This design comes from an exercise in tuning for small area, a short achievable clock period and few clock cycles on the open sky130 flow, not from production work. Function was checked by simulation only, so behaviour that the tests miss may differ from the original. Power is estimated from default activity; no workload was simulated.

// cd_stat_accum
module cd_stat_accum
#(
   parameter int I_TILE = 64,
   parameter int H_TILE = 64,
   parameter int AW     = $clog2(I_TILE * H_TILE)
) (
   input  logic          clk,
   input  logic          rst,
   input  logic          clear,
   input  logic          v_valid,
   output logic          v_ready,
   input  logic [15:0]   v_data,
   input  logic          v_phase,
   input  logic          h_valid,
   output logic          h_ready,
   input  logic [15:0]   h_data,
   input  logic          h_last,
   output logic [AW-1:0] acc_rd_addr,
   output logic          acc_rd_bank,
   input  logic [31:0]   acc_rd_data,
   output logic [AW-1:0] acc_wr_addr,
   output logic [31:0]   acc_wr_data,
   output logic [1:0]    acc_wr_we,
   output logic          busy,
   output logic          done,
   output logic          sat_flag
);
clock: 10.0 ns
lec_check: 0
cap_margin: 20
core_margin: 2
core_utilization: 40
cts_buf_list: sky130_fd_sc_hd__clkbuf_8 sky130_fd_sc_hd__clkbuf_16
cts_cluster_diameter: 100
cts_cluster_size: 30
slew_margin: 20
setup_slack_margin: 7
standard.sh (not shown) runs the stock make flow with config.mk's settings and CLKGATE_MAP_FILE= SYNTH_SCRIPT=/design/flow/synth_recipe.tcl, a recipe that flattens the netlist after the stock synthesis.
==> flow/flow/run.sh <==
#!/bin/bash
# Standard layout, with the timing repair steps asked for extra setup slack.
set -e
cp standard.sh standard_sh.txt
cp config.mk config_orig.mk
echo "export SETUP_SLACK_MARGIN = 7" >> config.mk
bash standard.sh > standard.log 2>&1
Testbench counts at the start, summed over its fixed seeds: cycles 294,972.
Rerun with:
--- a/flow/design.v
+++ b/flow/design.v
@@ -450,21 +450,21 @@
    logic          load_q;      
    logic          fused_q;     
    logic          row_q;       
    logic          ld_q;        
    logic          drain_q;     
    logic [7:0]    one_q, two_q, neg_q;    
    logic          hq_v, hq_last;
    logic          phase_q;
    logic [1023:0] ring;
    logic          vrdy_q, hrdy_q, busy_q, done_q, sat_q;
-   logic          v1, v2, ph1, ph2, l1, l2, l3;
+   logic          v1, v2, ph1, ph2, l1, l2, l3, clr2;
    logic [24:0]   s1, c1;
    logic          cin1;
    logic [24:0]   inc_q;
    logic [31:0]   rd_q;
    logic [31:0]   wd_q;
    logic [1:0]    we_q;
    logic [AW-1:0] wa_q;
    assign v_ready     = vrdy_q;
    assign h_ready     = hrdy_q;
    assign busy        = busy_q;
@@ -607,51 +607,58 @@
    logic        cin0;
    acc_mac_pipe u_mul (
       .v    (ring[15:0]),
       .one  (one_q),
       .two  (two_q),
       .neg  (neg_q),
       .s_hi (s0),
       .c_hi (c0),
       .cin  (cin0)
    );
-   logic [31:0] inc;
-   logic [32:0] sum;
-   logic        ovf;
+   logic [24:0] lo;
+   logic [7:0]  m_hi, hi_p, hi_m, r_hi;
+   logic        up, dn, ovf;
    logic [31:0] res;
-   assign inc = {{7{inc_q[24]}}, inc_q};
-   assign sum = {rd_q[31], rd_q} + {inc[31], inc};
-   assign ovf = (sum[32] != sum[31]);
-   assign res = ovf ? (sum[32] ? 32'h8000_0000 : 32'h7FFF_FFFF) : sum[31:0];
+   assign lo   = {1'b0, rd_q[23:0]} + {1'b0, inc_q[23:0]};
+   assign m_hi = rd_q[31:24];
+   assign hi_p = m_hi + 8'd1;
+   assign hi_m = m_hi - 8'd1;
+   assign up   = lo[24] & ~inc_q[24];
+   assign dn   = ~lo[24] & inc_q[24];
+   assign r_hi = up ? hi_p : (dn ? hi_m : m_hi);
+   assign ovf  = (up & (m_hi == 8'h7F)) | (dn & (m_hi == 8'h80));
+   assign res  = ovf ? {m_hi[7], {31{~m_hi[7]}}} : {r_hi, lo[23:0]};
    always_ff @(posedge clk) begin
       s1    <= s0;
       c1    <= c0;
       cin1  <= cin0;
-      inc_q <= s1 + c1 + {24'b0, cin1};
-      rd_q  <= acc_rd_data;
-      wd_q  <= clr ? 32'h0 : res;
+      inc_q <= clr ? 25'd0 : (s1 + c1 + {24'b0, cin1});
+      rd_q  <= clr ? 32'd0 : acc_rd_data;
+      wd_q  <= res;
    end
    always_ff @(posedge clk) begin
       if (rst) begin
          v1   <= 1'b0;
          v2   <= 1'b0;
          ph1  <= 1'b0;
          ph2  <= 1'b0;
          l1   <= 1'b0;
          l2   <= 1'b0;
          l3   <= 1'b0;
          we_q <= 2'b00;
          wa_q <= '0;
+         clr2 <= 1'b0;
       end else begin
          v1   <= op0;
          ph1  <= phase_q;
          l1   <= last_op;
          v2   <= v1;
          ph2  <= ph1;
          l2   <= l1;
          l3   <= l2;
-         if (clr & ~done_q) we_q <= (we_q[0] & (wa_q == {AW{1'b1}})) ? 2'b00 : 2'b11;
+         clr2 <= clr & ~done_q;
+         if (clr & ~done_q) we_q <= (we_q[0] & (wa_q == {AW{1'b1}})) ? 2'b00 : {2{clr2}};
          else                we_q <= v2 ? (ph2 ? 2'b10 : 2'b01) : 2'b00;
          wa_q <= wa_q + {{(AW-1){1'b0}}, |we_q};
       end
    end
 endmodule
After rerunning: Utilization is lower by 0.92 points; die area grows by 0.56%; clock power hardly moves; synthesized cell count goes up by 2.3%; setup slack improved by 0.076 ns; design area fell by 0.71%; register-to-register slack improves by 0.08 ns; fmax is higher by 2.5%; synthesized area goes up by 0.57%; cell count climbs by 0.64%.
Testbench counts after the change, summed over its fixed seeds: cycles 294,972.

-- what the ideal ports hide --
The flow's constraints put no driver on any port. The routed layouts listed below were extracted and timed again, unchanged, in two steps. Step 1 sets driving cells, clkbuf_16 on the clock port and buf_2 on the other inputs (assumed; they add their load-dependent delay and slew). Step 2 adds t to the input delays and takes it off the output delays; t is the mean of the earliest and latest rising clock arrival at the registers after step 1. Input paths then give back, and output paths get back, about the clock's delay inside the block. Slacks: ideal / step 1 / step 2; pairs: ideal / step 1.
run	t, ns	setup slack, ns	clock arrival spread, ns	worst slew at a driven data input, ns	cell pins on the clock port's net
the first run	0.680	6.803 / 6.803 / 6.452	0.025 / 0.025	0.13	1
the second run	0.683	6.880 / 6.826 / 6.332	0.027 / 0.027	0.10	1
After both steps setup and hold are still met in every run listed. The setup slack of the second run, which loses most, moves by -0.054 ns with the drivers and by -0.548 ns with both steps.
